This design comes from an exercise in tuning for small area and a short achievable clock period on the open sky130 flow, not from production work.
Function was checked by simulation only, so behaviour that the tests miss may differ from the original.
Power and IR drop assume default switching activity.

==> design/flow/design.v <==
module imem_loadable #(
  parameter int                    ADDR_WIDTH = 64,
  parameter int                    DATA_WIDTH = 32,
  parameter int                    DEPTH      = 64,
  parameter int                    IDX_W      = $clog2(DEPTH),
  parameter logic [DATA_WIDTH-1:0] NOP_WORD   = 32'hD503201F
) (
  input  logic                  clk,
  input  logic                  reset,
  input  logic                  load_valid,
  output logic                  load_ready,
  input  logic [DATA_WIDTH-1:0] load_data,
  input  logic                  load_last,
  input  logic                  load_restart,
  output logic [IDX_W:0]        load_count,
  output logic                  loaded,
  input  logic                  fetch_req,
  input  logic [ADDR_WIDTH-1:0] fetch_addr,
  output logic                  fetch_valid,
  output logic [DATA_WIDTH-1:0] fetch_instr,
  output logic [1:0]            fetch_fault
);
  logic                  run_reg;
  logic [IDX_W:0]        count_reg;
  logic                  run_o_reg;
  logic                  ready_o_reg;
  logic [IDX_W:0]        count_o_reg;
  logic [DATA_WIDTH-1:0] mem [DEPTH];
  logic [DATA_WIDTH-1:0] instr_reg;
  logic                  fetch_valid_reg;
  logic [1:0]            fault_reg;
  logic             fetch_fire;
  logic             misaligned;
  logic             out_of_range;
  logic             use_nop;
  logic [IDX_W-1:0] fetch_idx;
  logic [DEPTH-1:0] wr;
  assign fetch_fire   = run_reg && fetch_req && !load_restart;
  assign fetch_idx    = fetch_addr[IDX_W+1:2];
  imem_fault #(.ADDR_WIDTH(ADDR_WIDTH), .IDX_W(IDX_W)) u_fault (
    .addr(fetch_addr),
    .misaligned(misaligned), .out_of_range(out_of_range), .use_nop(use_nop)
  );
  localparam int SLICE_W = 8;
  localparam int NSLICE  = DATA_WIDTH / SLICE_W;
  localparam int NGRP    = DEPTH / 8;
  logic [7:0]      sel_lo [NSLICE];
  logic [NGRP-1:0] sel_hi;
  genvar gs;
  generate
    for (gs = 0; gs < NSLICE; gs++) begin : g_dec
      imem_decode #(.IDX_W(3), .DEPTH(8)) u_lo (.idx(fetch_idx[2:0]), .sel(sel_lo[gs]));
    end
  endgenerate
  imem_decode #(.IDX_W(IDX_W - 3), .DEPTH(NGRP)) u_hi (.idx(fetch_idx[IDX_W-1:3]), .sel(sel_hi));
  always_ff @(posedge clk) begin
    if (reset) begin
      run_reg   <= 1'b0;
      count_reg <= '0;
    end else if (!run_reg) begin
      if (load_valid) begin
        count_reg <= count_reg + 1'b1;
        if (load_last || count_reg[IDX_W-1:0] == IDX_W'(DEPTH - 1)) run_reg <= 1'b1;
      end
    end else if (load_restart) begin
      run_reg   <= 1'b0;
      count_reg <= '0;
    end
  end
  always_ff @(posedge clk) begin
    if (reset) begin
      run_o_reg   <= 1'b0;
      ready_o_reg <= 1'b1;
      count_o_reg <= '0;
    end else if (ready_o_reg) begin
      if (load_valid) begin
        count_o_reg <= count_o_reg + 1'b1;
        if (load_last || count_o_reg[IDX_W-1:0] == IDX_W'(DEPTH - 1)) begin
          run_o_reg   <= 1'b1;
          ready_o_reg <= 1'b0;
        end
      end
    end else if (load_restart) begin
      run_o_reg   <= 1'b0;
      ready_o_reg <= 1'b1;
      count_o_reg <= '0;
    end
  end
  logic             clear;
  logic [DEPTH-1:0] keep;
  assign clear = reset || (run_reg && load_restart);
  imem_wdec #(.IDX_W(IDX_W), .DEPTH(DEPTH)) u_wdec (
    .ptr(count_reg[IDX_W-1:0]), .load_mode(!run_reg && !reset), .clear(clear),
    .wr(wr), .keep(keep)
  );
  genvar gi, gb;
  generate
    for (gi = 0; gi < DEPTH; gi++) begin : g_word
      for (gb = 0; gb < DATA_WIDTH; gb++) begin : g_bit
        logic nxt;
        imem_hold_mux u_hold (
          .q(mem[gi][gb]), .d(load_data[gb] ^ NOP_WORD[gb]), .we(wr[gi]), .hold(keep[gi]),
          .y(nxt)
        );
        always_ff @(posedge clk) mem[gi][gb] <= nxt;
      end
    end
  endgenerate
  logic [DATA_WIDTH-1:0] rd_word;
  generate
    for (gb = 0; gb < DATA_WIDTH; gb++) begin : g_rd
      logic [NGRP-1:0]   l2;
      logic [NGRP/2-1:0] l3_n;
      for (gi = 0; gi < NGRP; gi++) begin : g_l2
        imem_or8 u (
          .m0(mem[8*gi][gb]),   .m1(mem[8*gi+1][gb]), .m2(mem[8*gi+2][gb]), .m3(mem[8*gi+3][gb]),
          .m4(mem[8*gi+4][gb]), .m5(mem[8*gi+5][gb]), .m6(mem[8*gi+6][gb]), .m7(mem[8*gi+7][gb]),
          .s(sel_lo[gb/SLICE_W]), .y(l2[gi])
        );
      end
      for (gi = 0; gi < NGRP / 2; gi++) begin : g_l3
        imem_aoi22 u (.a(l2[2*gi]), .b(sel_hi[2*gi]), .c(l2[2*gi+1]), .d(sel_hi[2*gi+1]),
                      .y(l3_n[gi]));
      end
      if (NOP_WORD[gb]) begin : g_one
        imem_a41o u4 (.a(l3_n[0]), .b(l3_n[1]), .c(l3_n[2]), .d(l3_n[3]), .e(use_nop),
                      .y(rd_word[gb]));
      end else begin : g_zero
        imem_a41oi u4 (.a(l3_n[0]), .b(l3_n[1]), .c(l3_n[2]), .d(l3_n[3]), .e(use_nop),
                       .y(rd_word[gb]));
      end
    end
  endgenerate
  always_ff @(posedge clk) begin
    if (reset) begin
      fetch_valid_reg <= 1'b0;
    end else begin
      fetch_valid_reg <= fetch_fire;
    end
    fault_reg <= {out_of_range, misaligned};
    instr_reg <= rd_word;
  end
  assign load_ready  = ready_o_reg;
  assign loaded      = run_o_reg;
  assign load_count  = count_o_reg;
  assign fetch_valid = fetch_valid_reg;
  assign fetch_fault = fault_reg;
  assign fetch_instr = instr_reg;
endmodule
module imem_hold_mux (
  input  logic q, d, we, hold,
  output logic y
);
  assign y = (q & hold) | (d & we);
endmodule
module imem_aoi22 (
  input  logic a, b, c, d,
  output logic y
);
  assign y = !((a & b) | (c & d));
endmodule
module imem_nand4 (
  input  logic a, b, c, d,
  output logic y
);
  assign y = !(a & b & c & d);
endmodule
module imem_nor2 (
  input  logic a, b,
  output logic y
);
  assign y = !(a | b);
endmodule
module imem_nor3 (
  input  logic a, b, c,
  output logic y
);
  assign y = !(a | b | c);
endmodule
module imem_a41oi (
  input  logic a, b, c, d, e,
  output logic y
);
  assign y = !((a & b & c & d) | e);
endmodule
module imem_or8 (
  input  logic       m0, m1, m2, m3, m4, m5, m6, m7,
  input  logic [7:0] s,
  output logic       y
);
  logic [3:0] n;
  assign n[0] = !((m0 & s[0]) | (m1 & s[1]));
  assign n[1] = !((m2 & s[2]) | (m3 & s[3]));
  assign n[2] = !((m4 & s[4]) | (m5 & s[5]));
  assign n[3] = !((m6 & s[6]) | (m7 & s[7]));
  assign y = !(&n);
endmodule
module imem_fault #(
  parameter int ADDR_WIDTH = 64,
  parameter int IDX_W      = 6
) (
  input  logic [ADDR_WIDTH-1:0] addr,
  output logic                  misaligned,
  output logic                  out_of_range,
  output logic                  use_nop
);
  localparam int HI_W = ADDR_WIDTH - IDX_W - 2;    
  localparam int N1   = (HI_W + 3) / 4;            
  localparam int N2   = (N1 + 3) / 4;              
  logic [4*N1-1:0] hi;
  logic [N1-1:0]   l1_n;
  logic [N2-1:0]   l2;
  logic [1:0]      l3_n;
  assign hi = (4*N1)'(addr[ADDR_WIDTH-1:IDX_W+2]);
  genvar k;
  generate
    for (k = 0; k < N1; k++) begin : g_l1
      imem_nor4 u (.a(hi[4*k]), .b(hi[4*k+1]), .c(hi[4*k+2]), .d(hi[4*k+3]), .y(l1_n[k]));
    end
    for (k = 0; k < N2; k++) begin : g_l2
      if (4*k + 3 < N1) begin : g_4
        imem_nand4 u (.a(l1_n[4*k]), .b(l1_n[4*k+1]), .c(l1_n[4*k+2]), .d(l1_n[4*k+3]),
                      .y(l2[k]));
      end else begin : g_2
        imem_nand2 u (.a(l1_n[4*k]), .b(l1_n[4*k+1]), .y(l2[k]));
      end
    end
  endgenerate
  imem_or2 u_mis (.a(addr[0]), .b(addr[1]), .y(misaligned));
  imem_or4 u_oor (.a(l2[0]), .b(l2[1]), .c(l2[2]), .d(l2[3]), .y(out_of_range));
  imem_nor3 u_n0 (.a(l2[0]), .b(l2[1]), .c(l2[2]), .y(l3_n[0]));
  imem_nor3 u_n1 (.a(l2[3]), .b(addr[0]), .c(addr[1]), .y(l3_n[1]));
  imem_nand2 u_nop (.a(l3_n[0]), .b(l3_n[1]), .y(use_nop));
endmodule
module imem_nor4 (
  input  logic a, b, c, d,
  output logic y
);
  assign y = !(a | b | c | d);
endmodule
module imem_nand2 (
  input  logic a, b,
  output logic y
);
  assign y = !(a & b);
endmodule
module imem_or2 (
  input  logic a, b,
  output logic y
);
  assign y = a | b;
endmodule
module imem_or4 (
  input  logic a, b, c, d,
  output logic y
);
  assign y = a | b | c | d;
endmodule
module imem_decode #(
  parameter int IDX_W = 6,
  parameter int DEPTH = 64
) (
  input  logic [IDX_W-1:0] idx,
  output logic [DEPTH-1:0] sel
);
  always_comb
    for (int i = 0; i < DEPTH; i++) sel[i] = (idx == IDX_W'(i));
endmodule
module imem_a41o (
  input  logic a, b, c, d, e,
  output logic y
);
  assign y = (a & b & c & d) | e;
endmodule
module imem_wdec #(
  parameter int IDX_W = 6,
  parameter int DEPTH = 64
) (
  input  logic [IDX_W-1:0] ptr,
  input  logic             load_mode,
  input  logic             clear,
  output logic [DEPTH-1:0] wr,
  output logic [DEPTH-1:0] keep
);
  localparam int LO_W = IDX_W / 2;
  localparam int HI_W = IDX_W - LO_W;
  logic [(1<<LO_W)-1:0] lo;
  logic [(1<<HI_W)-1:0] hi;
  always_comb begin
    for (int j = 0; j < (1 << LO_W); j++) lo[j] = load_mode && (ptr[LO_W-1:0] == LO_W'(j));
    for (int k = 0; k < (1 << HI_W); k++) hi[k] = (ptr[IDX_W-1:LO_W] == HI_W'(k));
    for (int i = 0; i < DEPTH; i++) begin
      wr[i]   = lo[i % (1 << LO_W)] && hi[i >> LO_W];
      keep[i] = !wr[i] && !clear;
    end
  end
endmodule
==> design/flow/run.sh <==
#!/bin/bash
# synth_recipe.tcl (not shown) runs the flow's synth.tcl, then flattens the netlist and writes it again
# the make line also repeats each setting of config.mk as NAME=value (left out here)
make -C /OpenROAD-flow-scripts/flow DESIGN_CONFIG=/design/flow/config.mk WORK_HOME=/design/flow/orfs CLKGATE_MAP_FILE= SYNTH_SCRIPT=/design/flow/synth_recipe.tcl finish
==> design/flow/config.mk <==
export PLATFORM = sky130hd
export DESIGN_NAME = imem_loadable
export DESIGN_NICKNAME = imem_loadable
export VERILOG_FILES = /design/flow/design.v
export SDC_FILE = /design/flow/constraint.sdc
export NUM_CORES = 4
export LEC_CHECK = 0
export CAP_MARGIN = 20
export CORE_MARGIN = 2
export CORE_UTILIZATION = 55
export CTS_CLUSTER_DIAMETER = 100
export CTS_CLUSTER_SIZE = 25
export PLACE_DENSITY = 0.65
export SETUP_SLACK_MARGIN = 1.25
export SLEW_MARGIN = 20
export SYNTH_HIERARCHICAL = 1
==> design/flow/constraint.sdc <==
create_clock -name core_clock -period 3.4 [get_ports {clk}]
set_input_delay 0.6800 -clock core_clock [delete_from_list [all_inputs] [get_ports {clk}]]
set_output_delay 0.6800 -clock core_clock [all_outputs]
set_load 0.01 [all_outputs]
==> results of run 1 <==
## synthesized netlist by cell type, types with 2 or more instances
cell type and instances:
dfxtp_1 2099, a22o_1 2048, a22oi_1 1024, nand4_1 263
a22oi_2 128, a21oi_1 78, nor2_1 72, a41oi_2 19
inv_1 18, nor3b_1 18, and3b_2 15, buf_2 15
nor4_2 14, a41o_1 13, clkbuf_1 13, nand2_1 8
o21ai_0 7, buf_4 6, nor3_1 6, and3_2 5
or3_1 5, nand3_1 4, nor2b_1 4, and3_1 3
and3b_1 3, and4b_1 3, mux2i_1 3, nand3b_1 3
nand4b_1 3, nand4bb_1 3, nor3_2 3, nor3b_2 3
or3b_2 3, or4_1 3, a211oi_1 2, buf_6 2
ha_1 2, nand2b_1 2, nor4bb_1 2, o31ai_1 2
or2_2 2
## routing by layer
metal | vias to the layer above | global-route usage [%]
li1 | 26822 | -
met1 | 32657 | 58.2
met2 | 4710 | 63.4
met3 | 1006 | 13.0
met4 | 10 | 28.4
met5 | - | 0
## modules after synthesis (local to each module, per instance), excerpt
module | cells inside | copies in the design | flops+latches | cell area, um^2
imem_a41o | 1 | 13 | 0 | 10.0
imem_a41oi | 1 | 19 | 0 | 16.3
imem_hold_mux | 1 | 2048 | 0 | 8.76
imem_nand4 | 1 | 3 | 0 | 6.26
imem_nor4 | 1 | 14 | 0 | 12.5
imem_or4 | 1 | 1 | 0 | 7.51
## critical path, cell delays in order
cell,delay (ns)
buf_8,0.15
buf_8,0.15
nor3b_4,0.16
buf_12,0.15
clkbuf_16,0.19
a22oi_2,0.13
nand4_1,0.11
a22oi_2,0.68
a41oi_4,0.31
## power by group
| group | internal, W | switching, W |
|---|---|---|
| Combinational | 0.000990 | 0.00253 |
| Clock | 0.00508 | 0.00788 |
| Sequential | 0.0247 | 0.0000682 |
## path summary, 6_finish.rpt
path / startpoint / endpoint / slack, ns / depth (start not counted)
setup / recovery: fetch_addr[2] / instr_reg[27] / 1.20 / 9
hold / removal: load_data[22] / mem[25][22] / 0.28 / 2
setup reg to reg: count_reg[4] / mem[7][10] / 1.23 / 5
hold reg to reg: mem[13][21] / mem[13][21] / 0.49 / 1
## through the flow
step | TNS [ns] | hold slack, ns | total power [W] | cells | utilization (%)
finish | 0 | 0.277 | 0.0412 | 8488 | 66.5
global route | 0 | 0.290 | 0.0420 | 8486 | 66.5
CTS | 0 | 0.245 | 0.0409 | 8469 | 66.1
detailed placement | -0.114 | 0.471 | 0.0282 | 8228 | 62.6
global placement | 0 | 0.464 | 0.0281 | 8227 | 62.6
floorplan | 0 | 0.451 | 0.0262 | 5938 | -
## repair_timing
| action | 4_1_cts | 5_1_grt |
|---|---|---|
| gates resized for setup | 170 | 53 |
| buffers inserted | 107 | 13 |
| setup endpoints to repair | 2115 | 589 |
| gates cloned | 34 | 4 |
| pin swaps | 43 | 29 |
| hold buffers | 0 | 0 |
## cells in the final DEF, fill, tap and decap left out, types with 4 or more instances in the layout
master / Yosys / layout
a21oi_1: 78 / 13
a21oi_4: 0 / 93
a22o_1: 2048 / 2048
a22oi_1: 1024 / 1011
a22oi_2: 128 / 141
a41o_1: 13 / 12
a41oi_2: 19 / 15
a41oi_4: 0 / 4
and3_2: 5 / 4
and3b_2: 15 / 10
and3b_4: 0 / 9
buf_12: 0 / 212
buf_16: 0 / 6
buf_2: 15 / 23
buf_4: 6 / 287
buf_6: 2 / 29
buf_8: 0 / 5
clkbuf_16: 0 / 100
clkdlybuf4s15_1: 0 / 5
clkdlybuf4s50_1: 0 / 74
dfxtp_1: 2099 / 2074
dfxtp_2: 0 / 13
dfxtp_4: 0 / 12
dlygate4sd2_1: 0 / 36
inv_1: 18 / 4
inv_2: 0 / 12
nand2_1: 8 / 7
nand3_1: 4 / 4
nand4_1: 263 / 263
nor2_1: 72 / 7
nor2_2: 0 / 21
nor2_4: 0 / 44
nor2b_1: 4 / 4
nor3_4: 0 / 6
nor3b_4: 0 / 15
nor4_2: 14 / 14
o21ai_0: 7 / 7
or3_1: 5 / 5
## area by class of cell
| type | instances | area [um^2] | area share, % |
|---|---|---|---|
| Timing Repair Buffer | 687 | 8390 | 9.50 |
| Multi-Input combinational cell | 3814 | 33100 | 37.5 |
| Antenna cell | 2 | 5.00 | 0.00566 |
| Sequential cell | 2099 | 42100 | 47.6 |
| Clock inverter | 3 | 48.8 | 0.0552 |
| Tap cell | 1768 | 2210 | 2.50 |
| Clock buffer | 97 | 2410 | 2.72 |
| Inverter | 18 | 82.6 | 0.0935 |
## logic make-up after synthesis
| kind of cell | count (synthesis) |
|---|---|
| compound gates | 3322 |
| xor+xnor | 1 |
| buf+inv | 55 |
| simple gates | 455 |
| flops | 2099 |
| mux | 4 |
| fa+ha+maj | 2 |
==> summary.md, run 1 <==
| Metric | Value |
|---|---|
| Sequential-to-total area share from yosys stat | a little under three fifths |
| Total Routing Usage GR | 44.3% |
| CTS tree | built |
| Clock Latency Late Sink | roughly 0.76 ns |
| Finish-stage setup viols | 0 |
| Routability cong. | about 0.94 |
| P&R area growth vs syn | 20.4% |
| Setup CP Type | primary input to flop |
| Pleak | 31.9 nW |
| Slew HR | about 28% |
| CTS Buf Count | between 90 and 100 |
| Height of the die | about 370 um |
| CTS Root Cell | clkbuf_16 |
| Adder-cell share of the synthesized area | less than 1% |
| Post-synthesis compound-gate area fraction | roughly two fifths |
| Mux contribution to synthesized area | less than 1% |
| Largest net degree at the start of global routing | 65 |
| Hold WC Path Type | primary input to flop |
| Largest register FFs | 2,048 |
| Post-place setup slack | -0.0142 ns |
| Yosys top cell area share | a little under three fifths |
| Share of cells above drive strength 1 | between 10% and 20% |
| CP required | roughly 4.0 ns |
| Mapped Nets | 6,042 |
| DRC | 0 |
| Cells after Synth | roughly 6,000 |
| Core ar. | ~130,000 um^2 |
| Initial core utilization | between 50% and 60% |
| F_max | around 450 MHz |
| Total routed wirelength | between 300 and 400 mm |
| Setup crit start kind | primary input |
| WL met1 | 119 mm |
| # fillers | between 10,000 and 15,000 |
| Met3 WL | 42.4 mm |
| Worst Slack Setup Final | around 1.2 ns |
| Final Hold Fails | 0 |
| Mapped cell area | 73,400 um^2 |
| Finished layout cell area | 88,400 um^2 |
| CTS max path bufs | 3 |
| Initial drt markers | around 9,500 |
| Area of placed instances | roughly 83,000 um^2 |
| Unrepaired setup endpoints after global routing | yes |
| Fin crit share | roughly two thirds |
| Io pins | 146 |
| IO Port Bufs | 145 |
| First-pass GRT wire length | ~440 mm |
| Ranking of synthesized cells by area | dfxtp_1 (57%), a22o_1 (24%), a22oi_1 (10%) |
| Final #Nets | between 6,000 and 7,000 |
| Num rows | about 130 |
| Slew Limit Fails | 0 |
| Vias after detailed routing | 65,205 |
| Slew @ Worst Pin | between 1 and 1.5 ns |
| CP max FO | 15 |
| Routed WL per cell | 37.2 um |
| Synth warn | 12 |
| Top Metal Used | met5 |
| Die Area | 136,000 um^2 |
| Post-Synth Simple-Gate Area | between 3 and 4% |
| DIE WIDTH | ~370 um |
| Largest family of logic cells by synthesized area | compound AO/OA/AOI/OAI gates |
| Most used DFF post-synth | dfxtp_1 |
| Post-detail-place hpwl | around 180 mm |
| Vias in the first global route | between 60,000 and 70,000 |
| Final antenna-violating net count | 0 |
| CTS H-tree depth | 3 |
| Outcome | timing/DRC/antenna clean |
| Pwr dens | around 470 nW/um^2 |
| Grt ovf | 0 |
| Synthesized flop and latch total | between 2,000 and 2,500 |
| Clock Skews | 0.0285 ns |
| Yosys cell types | 50 |
| VDD IR max | 0.000423 V |
| Post-synth EDFFs | 0 |
| Min Tclk post-route | approximately 2.2 ns |
| Clock slew at reported path FFs | around 0.090 ns |
| Routed wl met2 | 131 mm |
| CTS Sinks | roughly 2,100 |
| Max-cap violation count | 0 |
| Mean area per synthesized cell | 12.4 um^2 |
| Cell taking the most area after synthesis | dfxtp_1 |
| Initial antenna violation count | 10 |
| Worst Setup End Kind | flop |
| Post-Synth XOR/XNOR Area | less than 1% |
| Routed vias/inst | between 7 and 8 |
| Drt first pass iters | 8 |
| Ys async rst share | 0% |
| Critical Path AT | ~2.8 ns |
==> inputs of run 2 (changes only) <==
--- a/design/flow/design.v
+++ b/design/flow/design.v
@@ -47,11 +47,33 @@
   logic [7:0]      sel_lo [NSLICE];
   logic [NGRP-1:0] sel_hi;
-  genvar gs;
+  genvar gs, gd;
+  logic [IDX_W-1:0] fetch_idx_n;
+  logic [7:0]       sel_lo_n [NSLICE];
+  logic [NGRP-1:0]  sel_hi_n;
   generate
+    for (gd = 0; gd < IDX_W; gd++) begin : g_idx_n
+      imem_inv u (.a(fetch_idx[gd]), .y(fetch_idx_n[gd]));
+    end
     for (gs = 0; gs < NSLICE; gs++) begin : g_dec
-      imem_decode #(.IDX_W(3), .DEPTH(8)) u_lo (.idx(fetch_idx[2:0]), .sel(sel_lo[gs]));
+      for (gd = 0; gd < 8; gd++) begin : g_lo
+        imem_nand3 u_n (
+          .a(gd[0] ? fetch_idx[0] : fetch_idx_n[0]),
+          .b(gd[1] ? fetch_idx[1] : fetch_idx_n[1]),
+          .c(gd[2] ? fetch_idx[2] : fetch_idx_n[2]),
+          .y(sel_lo_n[gs][gd])
+        );
+        imem_inv u_d (.a(sel_lo_n[gs][gd]), .y(sel_lo[gs][gd]));
+      end
+    end
+    for (gd = 0; gd < NGRP; gd++) begin : g_hi
+      imem_nand3 u_n (
+        .a(gd[0] ? fetch_idx[3] : fetch_idx_n[3]),
+        .b(gd[1] ? fetch_idx[4] : fetch_idx_n[4]),
+        .c(gd[2] ? fetch_idx[5] : fetch_idx_n[5]),
+        .y(sel_hi_n[gd])
+      );
+      imem_inv u_d (.a(sel_hi_n[gd]), .y(sel_hi[gd]));
     end
   endgenerate
-  imem_decode #(.IDX_W(IDX_W - 3), .DEPTH(NGRP)) u_hi (.idx(fetch_idx[IDX_W-1:3]), .sel(sel_hi));
   always_ff @(posedge clk) begin
     if (reset) begin
@@ -257,13 +279,15 @@
   assign y = a | b | c | d;
 endmodule
-module imem_decode #(
-  parameter int IDX_W = 6,
-  parameter int DEPTH = 64
-) (
-  input  logic [IDX_W-1:0] idx,
-  output logic [DEPTH-1:0] sel
+module imem_nand3 (
+  input  logic a, b, c,
+  output logic y
+);
+  assign y = !(a & b & c);
+endmodule
+module imem_inv (
+  input  logic a,
+  output logic y
 );
-  always_comb
-    for (int i = 0; i < DEPTH; i++) sel[i] = (idx == IDX_W'(i));
+  assign y = !a;
 endmodule
 module imem_a41o (
--- a/design/flow/config.mk
+++ b/design/flow/config.mk
@@ -8,9 +8,9 @@
 export CAP_MARGIN = 20
 export CORE_MARGIN = 2
-export CORE_UTILIZATION = 55
+export CORE_UTILIZATION = 60
 export CTS_CLUSTER_DIAMETER = 100
 export CTS_CLUSTER_SIZE = 25
-export PLACE_DENSITY = 0.65
-export SETUP_SLACK_MARGIN = 1.25
+export PLACE_DENSITY = 0.7
+export SETUP_SLACK_MARGIN = 1.4
 export SLEW_MARGIN = 20
 export SYNTH_HIERARCHICAL = 1
==> run 2 against run 1 <==
Effect of this change:
- still clean on timing, DRC and antenna
- maximum frequency is 12% lower
- critical path depth up 2
- cell area grew 8.8%
- synthesized cell count up 0.81%
- first-iteration DRC count up 55%
- synthesized area hardly changed
- wire length rose by 20%
- worst setup slack worse by 0.29 ns
- clock power barely moved
- core utilization increased by 13 points
- worst hold slack improved by 0.15 ns
- critical path type unchanged
- critical endpoint is now instr_reg[28]
- largest cell class unchanged
- largest power group unchanged
==> summary.md, run 2 <==
| Metric | Value |
|---|---|
| Most frequent cells in the layout | dfxtp_1 (2,052), a22o_1 (2,048), a22oi_1 (892) |
| DRC | 0 (unchanged) |
| Most frequent cells after synthesis | dfxtp_1 (2,099), a22o_1 (2,048), a22oi_1 (1,024) |
| F_max | 401 MHz (-12%) |
| Internal power | 0.0312 W (+1.5%) |
| CTS Root Cell | clkbuf_16 |
| Final Hold Fails | 0 (unchanged) |
| Most used DFF post-synth | dfxtp_1 |
| Vias in the first global route | 66,491 (+8.4%) |
| Cell taking the most area after synthesis | dfxtp_1 |
| Routed WL per cell | 42.7 um (+15%) |
| Net Switching | 0.0111 W (+5.8%) |
| Finished Layout Cells | 8,854 (+4.3%) |
| Clock power frac | 31.0% (-0.5 points) |
| Core ar. | 122,000 um^2 (-8.5%) |
| Final #Nets | 7,311 (+7.2%) |
| Max-cap violation count | 0 (unchanged) |
| DIE WIDTH | 354 um (-4.2%) |
| Switching Fraction | 26.2% (+0.79 points) |
| P&R area growth vs syn | 30.9% |
| Die Area | 125,000 um^2 (-8.2%) |
| Slew @ Worst Pin | 1.19 ns (+0.114 ns) |
| Ys async rst share | 0% (unchanged) |
| CP required | 4.11 ns (+0.15 ns) |
| Ranking of synthesized cells by area | dfxtp_1 (57%), a22o_1 (24%), a22oi_1 (10%) |
| Finished layout cell area | 96,200 um^2 (+8.8%) |
| Setup crit start kind | primary input |
| Initial antenna violation count | 26 (+16) |
| Io pins | 146 (unchanged) |
| Critical Path AT | 3.20 ns (+0.44 ns) |
| Post-synth EDFFs | 0 (unchanged) |
| Total Routing Usage GR | 53.8% (+9.5 points) |
| Routed vias/inst | 8.28 (+7.8%) |
| Cells after Synth | 5,986 (+0.81%) |
| CTS tree | built |
| Num rows | 128 (-4.5%) |
| CTS max path bufs | 3 (unchanged) |
| Height of the die | 354 um (-4.2%) |
| Cell Count Post-Placement | 8,165 (-0.77%) |
| CP max FO | 40 (+25) |
| Largest net degree at the start of global routing | 65 (unchanged) |
| Flop pwr share | 58.4% (-1.6 points) |
| Final antenna-violating net count | 0 (unchanged) |
| CTS Buf Count | 93 (unchanged) |
| Routability cong. | 0.954 (+1.4%) |
| Worst Slack Setup Final | 0.903 ns (-0.295 ns) |
| Largest register FFs | 2,048 (unchanged) |
| Sequential-to-total area share from yosys stat | 57.2% (about the same) |
| Post-detail-place hpwl | 189 mm (+3.1%) |
| Initial drt markers | 14,746 (+55%) |
| Pwr Total | 0.0423 W (+2.6%) |
| Worst Setup End Kind | flop |
| Mean area per synthesized cell | 12.3 um^2 (-0.71%) |
| Setup CP Type | primary input to flop |
| Share of cells above drive strength 1 | 24.3% (+7.9 points) |
| First-pass GRT wire length | 491 mm (+10%) |
| VDD IR max | 0.000480 V (+13%) |
| CTS Sinks | 2,099 (unchanged) |
| Clock Skews | 0.0322 ns (+0.00373 ns) |
| Synth warn | 12 (unchanged) |
| Fin crit share | 73.4% (+8.7 points) |
| Logic pwr share | 10.6% (+2.1 points) |
| Yosys top cell area share | 57.2% (about the same) |
| Area of placed instances | 83,500 um^2 (+0.29%) |
| Total routed wirelength | 378 mm (+20%) |
| Commonest non-fill, non-tap cell in the layout | dfxtp_1 |
| Yosys cell types | 52 (+4.0%) |
| Unrepaired setup endpoints after global routing | yes |
| Post-place setup slack | -0.139 ns (-0.125 ns) |
| Drt first pass iters | 11 (+3) |
| Clock Latency Late Sink | 0.78 ns (+0.02 ns) |
| Clock slew at reported path FFs | 0.11 ns (+0.02 ns) |
| Vias after detailed routing | 73,328 (+12%) |
| Pleak | 35.3 nW (+11%) |
| IO Port Bufs | 145 (unchanged) |
| Pwr dens | 440 nW/um^2 (-5.7%) |
| Slew Limit Fails | 0 (unchanged) |
| Slew HR | 20.6% (-7.6 points) |
| CTS H-tree depth | 3 (unchanged) |
| Hold WC Path Type | primary input to flop |
| Mapped Nets | 6,090 (+0.79%) |
| Mapped cell area | 73,500 um^2 (about the same) |
| Initial core utilization | 60.4% (+5.2 points) |
| Synthesized flop and latch total | 2,099 (unchanged) |
| Finish-stage setup viols | 0 (unchanged) |
| Outcome | timing/DRC/antenna clean |
| Grt ovf | 0 (unchanged) |
| Most common cell in the synthesized netlist | dfxtp_1 |
| Min Tclk post-route | 2.50 ns (+0.295 ns) |
==> run 2: power by group through the flow <==
stage	registers [W]	logic, W	clock network, W
2_1_floorplan	0.0253	0.000999	0
3_3_place_gp	0.0253	0.00281	0
3_5_place_dp	0.0253	0.00289	0
4_1_cts	0.0247	0.00346	0.0128
5_1_grt	0.0247	0.00429	0.0137
6_report	0.0247	0.00446	0.0131
==> run 2: Yosys stat by module (local to each module, per instance), excerpt <==
module / flops+latches / cells inside / cell area (um^2) / copies in the design
imem_a41o: 0 / 1 / 10.0 / 13
imem_a41oi: 0 / 1 / 16.3 / 19
imem_aoi22: 0 / 1 / 12.5 / 128
imem_hold_mux: 0 / 1 / 8.76 / 2048
imem_inv: 0 / 1 / 3.75 / 46
imem_loadable: 2099 / 2196 / 42600 / 1
imem_nand2: 0 / 1 / 3.75 / 2
imem_nand3: 0 / 1 / 5.00 / 40
imem_nand4: 0 / 1 / 6.26 / 3
imem_nor3: 0 / 1 / 10.0 / 2
imem_nor4: 0 / 1 / 12.5 / 14
imem_or2: 0 / 1 / 6.26 / 1
imem_or4: 0 / 1 / 7.51 / 1
imem_or8: 0 / 5 / 36.3 / 256
==> run 2: routing by layer <==
metal | GRT usage (%) | routed length [um] | part of all wire [%] | vias to the layer above
li1 | - | - | - | 27904
met1 | 65.1 | 124000 | 33 | 35515
met2 | 71.4 | 142000 | 37 | 7521
met3 | 28.1 | 71200 | 19 | 2344
met4 | 41.1 | 40700 | 11 | 44
met5 | 1.74 | 1250 | 0.33 | -
==> run 2: area by class of cell <==
cell class | count | area, um^2
Sequential cell | 2099 | 42200
Multi-Input combinational cell | 3821 | 33600
Fill cell | 7367 | 25600
Timing Repair Buffer | 1128 | 15500
Clock buffer | 98 | 2430
Tap cell | 1625 | 2030
Inverter | 64 | 383
Antenna cell | 19 | 47.5
==> run 2: kinds of logic after synthesis <==
| group | share of synthesized area [%] |
|---|---|
| AO/OA/AOI/OAI | 38.3 |
| flip-flops | 57.2 |
| AND/OR/NAND/NOR | 3.83 |
| buffers and inverters | 0.594 |
| multiplexers | 0.0289 |
| adder cells (fa/ha/maj) | 0.0340 |
| XOR/XNOR | 0.0119 |
==> run 2: path summary, 6_finish.rpt <==
kind	start	endpoint	slack [ns]	cells after the start
setup / recovery	fetch_addr[4]	instr_reg[28]	0.90	11
hold / removal	reset	run_reg	0.43	3
setup reg to reg	run_reg	mem[15][21]	1.13	13
hold reg to reg	mem[41][3]	mem[41][3]	0.49	1
==> run 2: repair_timing <==
action / in CTS / in global routing
setup endpoints to repair: 2124 / 1626
hold buffers: 0 / 0
cloned: 65 / 76
resized for setup: 574 / 321
pin swaps: 205 / 165
buffers inserted: 269 / 162
==> run 2: critical path, cell delays in order <==
cell and delay [ns]:
buf_4 0.12, clkinvlp_4 0.10, buf_12 0.17, nand3_2 0.10, clkinvlp_4 0.13, buf_4 0.17, buf_12 0.16, a22oi_1 0.30
nand4_1 0.63, a22oi_2 0.33, a41o_1 0.19
==> run 2: metrics by stage <==
stage,util (%),hold WS [ns],setup TNS [ns]
global route,79.0,0.445,0
global placement,68.2,0.458,-0.785
finish,79.0,0.430,0
floorplan,-,0.450,0
CTS,75.2,0.481,0
detailed placement,68.6,0.466,-0.570
==> inputs of run 3 (changes only) <==
--- a/design/flow/config.mk
+++ b/design/flow/config.mk
@@ -12,5 +12,5 @@
 export CTS_CLUSTER_SIZE = 25
 export PLACE_DENSITY = 0.7
-export SETUP_SLACK_MARGIN = 1.4
+export SETUP_SLACK_MARGIN = 1.2
 export SLEW_MARGIN = 20
 export SYNTH_HIERARCHICAL = 1
==> run 3 against run 2 <==
Effect of this change:
- critical endpoint is now instr_reg[19]
- highest routed layer unchanged
- clock skew decreased by 0.00066 ns
- global-route usage fell by 5.0 points
- count of clock-buffer cells in the layout shrank 2
- worst hold slack worse by 0.10 ns
- first-iteration DRC count fell by 23%
- core utilization fell by 6.0 points
- still clean on timing, DRC and antenna
- wire length is 14% lower
==> summary.md, run 3 <==
| Metric | Value |
|---|---|
| Yosys top cell area share | 57.2% (unchanged) |
| Most common cell in the synthesized netlist | dfxtp_1 |
| Mapped Nets | 6,090 (unchanged) |
| DRC | 0 (unchanged) |
| Post-synth EDFFs | 0 (unchanged) |
| Height of the die | 354 um (unchanged) |
| Slowest cell on crit path | a22oi_2 |
| Share of cells above drive strength 1 | 18.0% (-6.4 points) |
| Routed WL per cell | 38.3 um (-10%) |
| Register Area | 42,100 um^2 (-0.19%) |
| Final antenna-violating net count | 0 (unchanged) |
| Fin util | 73.0% (-6.0 points) |
| Fin crit share | 71.7% (-1.7 points) |
| Initial antenna violation count | 18 (-31%) |
| Grt ovf | 0 (unchanged) |
| Slew @ Worst Pin | 1.15 ns (-0.0383 ns) |
| Vias after detailed routing | 67,626 (-7.8%) |
| Pleak | 32.2 nW (-8.8%) |
| GRT met1 Usage | 63.0% (-2.1 points) |
| Finish-stage setup viols | 0 (unchanged) |
| Met3 Use GR | 17.9% (-10 points) |
| Sequential-to-total area share from yosys stat | 57.2% (unchanged) |
| Die Area | 125,000 um^2 (unchanged) |
| Num rows | 128 (unchanged) |
| Top Usage Layer GRT | met2 |
| Core ar. | 122,000 um^2 (unchanged) |
| Hold WC Path Type | primary input to flop |
| Worst path bufs/invs | 5 (-1) |
| CTS Root Cell | clkbuf_16 |
| Ys async rst share | 0% (unchanged) |
| Yosys cell types | 52 (unchanged) |
| Slew HR | 23.1% (+2.6 points) |
| Unrepaired setup endpoints after global routing | yes |
| Max-cap violation count | 0 (unchanged) |
| Routability cong. | 0.928 (-2.7%) |
| CTS tree | built |
| Post-detail-place hpwl | 178 mm (-5.9%) |
| Worst Setup End Kind | flop |
| CTS Buf Count | 93 (unchanged) |
| Crit-path max cell delay | 0.67 ns (+0.04 ns) |
| Finished Layout Cells | 8,455 (-4.5%) |
| Setup crit start kind | primary input |
| Mapped cell area | 73,500 um^2 (unchanged) |
| GR Util met2 | 67.7% (-3.6 points) |
| Multi-input logic area | 32,900 um^2 (-2.0%) |
| Crit path from | fetch_addr[3] |
| Slew Limit Fails | 0 (unchanged) |
| Initial drt markers | 11,323 (-23%) |
| DIE WIDTH | 354 um (unchanged) |
| Clock slew at reported path FFs | 0.11 ns (about the same) |
| Clock Latency Late Sink | 0.76 ns (-0.02 ns) |
| Critical Path AT | 3.01 ns (-0.19 ns) |
| # fillers | 8,568 (+16%) |
| Largest register FFs | 2,048 (unchanged) |
| Min Tclk post-route | 2.44 ns (-0.0576 ns) |
| Vias in the first global route | 63,268 (-4.8%) |
| FF-to-FF path depth | 6 (-7) |
| Stages on worst setup path | 10 (-1) |
| F_max | 410 MHz (+2.4%) |
| Critical Path, Cell by Cell | buf_2 > inv_4 > buf_12 > nand3_1 > clkinvlp_4 > buf_6 > a22oi_1 > nand4_1 > a22oi_2 > a41oi_2 |
| Cell taking the most area after synthesis | dfxtp_1 |
| Synthesized flop and latch total | 2,099 (unchanged) |
| Initial core utilization | 60.4% (unchanged) |
| Total Routing Usage GR | 48.9% (-5.0 points) |
| Cells after Synth | 5,986 (unchanged) |
| Final Hold Fails | 0 (unchanged) |
| Total routed wirelength | 324 mm (-14%) |
| Routed vias/inst | 8.00 (-3.4%) |
| VDD IR max | 0.000482 V (+0.40%) |
| Ranking of synthesized cells by area | dfxtp_1 (57%), a22o_1 (24%), a22oi_1 (10%) |
| Synth warn | 12 (unchanged) |
| Commonest non-fill, non-tap cell in the layout | dfxtp_1 |
| CP delay by family, top | compound AO/OA/AOI/OAI gates |
| Most frequent cells after synthesis | dfxtp_1 (2,099), a22o_1 (2,048), a22oi_1 (1,024) |
| Setup CP Type | primary input to flop |
| Outcome | timing/DRC/antenna clean |
| Clock Skews | 0.0316 ns (-0.000660 ns) |
| CTS max path bufs | 3 (unchanged) |
| Pwr dens | 462 nW/um^2 (+5.1%) |
| IO Port Bufs | 145 (unchanged) |
| Final #Nets | 6,918 (-5.4%) |
| WHS Path Cells | 2 (-1) |
| Worst R2R Setup Slack | 1.17 ns (+0.04 ns) |
| Hold_sp | load_data[29] |
| CP required | 3.98 ns (-0.13 ns) |
| Drt first pass iters | 8 (-3) |
| WHS Endpoint | mem[62][29] |
| Mean area per synthesized cell | 12.3 um^2 (unchanged) |
| Most frequent cells in the layout | dfxtp_1 (2,072), a22o_1 (2,048), a22oi_1 (957) |
| CTS H-tree depth | 3 (unchanged) |
| Largest net degree at the start of global routing | 65 (unchanged) |
| Most used DFF post-synth | dfxtp_1 |
| CTS Sinks | 2,099 (unchanged) |
| Critical R2R Launch | run_reg |
| CP max FO | 38 (-5.0%) |
| RR Endpoint | mem[29][28] |
| First-pass GRT wire length | 452 mm (-7.9%) |
| Cell Count Post-Placement | 8,156 (-0.11%) |
| P&R area growth vs syn | 21.0% |
| Io pins | 146 (unchanged) |
-- run 3: per-module statistics from Yosys (local to each module, per instance), excerpt --
module,cell area [um^2],cells inside,copies in the design,flops+latches
imem_a41o,10.0,1,13,0
imem_nand2,3.75,1,2,0
imem_nor4,12.5,1,14,0
imem_nand3,5.00,1,40,0
imem_or8,36.3,5,256,0
imem_or2,6.26,1,1,0
imem_loadable,42600,2196,1,2099
imem_nor3,10.0,1,2,0
imem_hold_mux,8.76,1,2048,0
imem_a41oi,16.3,1,19,0
-- run 3: worst max-delay path by stage --
| stage | end | slack [ns] |
|---|---|---|
| final | instr_reg[19] | 0.96 |
| after CTS | mem[54][28] | 0.99 |
| after global placement | instr_reg[1] | -0.18 |
| after detailed placement | instr_reg[1] | -0.15 |
| after floorplan | mem[57][0] | 0.74 |
| after global routing | instr_reg[4] | 1.02 |
-- run 3: cells by family after synthesis --
group,after synthesis,share of synthesized area [%]
muxes,2,0.0289
buffers and inverters,102,0.594
and+or+nand+nor,455,3.83
AOI/OAI and AO/OA,3325,38.3
xor gates and xnor gates,1,0.0119
adders and majority gates,2,0.0340
DFF,2099,57.2
-- run 3: area by class of cell --
class / instances / share of cell area, %
Sequential cell: 2099 / 47.3
Multi-Input combinational cell: 3807 / 37.0
Timing Repair Buffer: 749 / 10.2
Clock buffer: 96 / 2.68
Tap cell: 1625 / 2.29
Inverter: 64 / 0.400
Clock inverter: 5 / 0.0493
Antenna cell: 10 / 0.0281
-- run 3: power by group --
group	leakage, nW	switching, W	internal, W	total [W]
Sequential	16.9	0.0000686	0.0247	0.0247
Combinational	14.1	0.00260	0.000914	0.00351
Clock	1.19	0.00781	0.00504	0.0128
-- run 3: through the flow --
step | area (um^2) | setup slack, ns | hold slack (ns) | TNS [ns] | total power, W
2_1_floorplan | 74300 | 0.737 | 0.456 | 0 | 0.0263
6_report | 88900 | 0.961 | 0.330 | 0 | 0.0411
3_5_place_dp | 83300 | -0.154 | 0.471 | -0.445 | 0.0281
4_1_cts | 87600 | 0.993 | 0.293 | 0 | 0.0406
5_1_grt | 88900 | 1.02 | 0.342 | 0 | 0.0417
3_3_place_gp | 83300 | -0.180 | 0.466 | -0.580 | 0.0281
-- run 3: what timing repair did --
action / in CTS / in global routing
pin swaps: 65 / 100
setup buffers: 99 / 43
cloned: 35 / 11
hold buffers: 0 / 0
setup endpoints to repair: 1937 / 1285
hold endpoints to repair: 0 / 0
gates resized for setup: 165 / 139
-- run 3: layer usage --
layer	share of wire (%)	wire, um	vias to the layer above
li1	-	-	27066
met1	36	116000	33297
met2	40	129000	5842
met3	16	50800	1399
met4	8.5	27700	22
met5	0.098	317	-
-- run 3: worst reg2reg max path, cell delays in order, from the launching register on --
cell,delay (ns)
dfxtp_4,0.41
nand2_1,0.16
nand2b_4,0.16
buf_12,0.22
a21oi_4,0.68
buf_4,0.35
a22o_1,0.18

afterwards: timing with drivers on the ports:
In the flow no input, the clock included, has a driving cell. The finished layouts below were timed again as built, in two steps.
Step 1, drivers: a clkbuf_16 drives clk and a buf_2 each remaining input, both assumed.
Step 2 times the ports against the registers' clock, not the clock port: input delays grow and output delays shrink by t, the midpoint of the rising clock arrivals with the driver on.
a / b / c = no drivers / after step 1 / after step 2; a / b = the first two.
run | t (ns) | setup slack, ns | worst setup path after step 2
run 1 | 0.837 | 1.198 / 1.178 / 0.385 | input to register
run 2 | 0.850 | 0.903 / 0.939 / 0.089 | input to register
run 3 | 0.828 | 0.961 / 0.996 / 0.168 | input to register
After both steps every run listed still meets setup and hold. For run 2, which loses most, drivers alone change the setup slack by +0.036 ns; drivers and shift together by -0.814 ns.
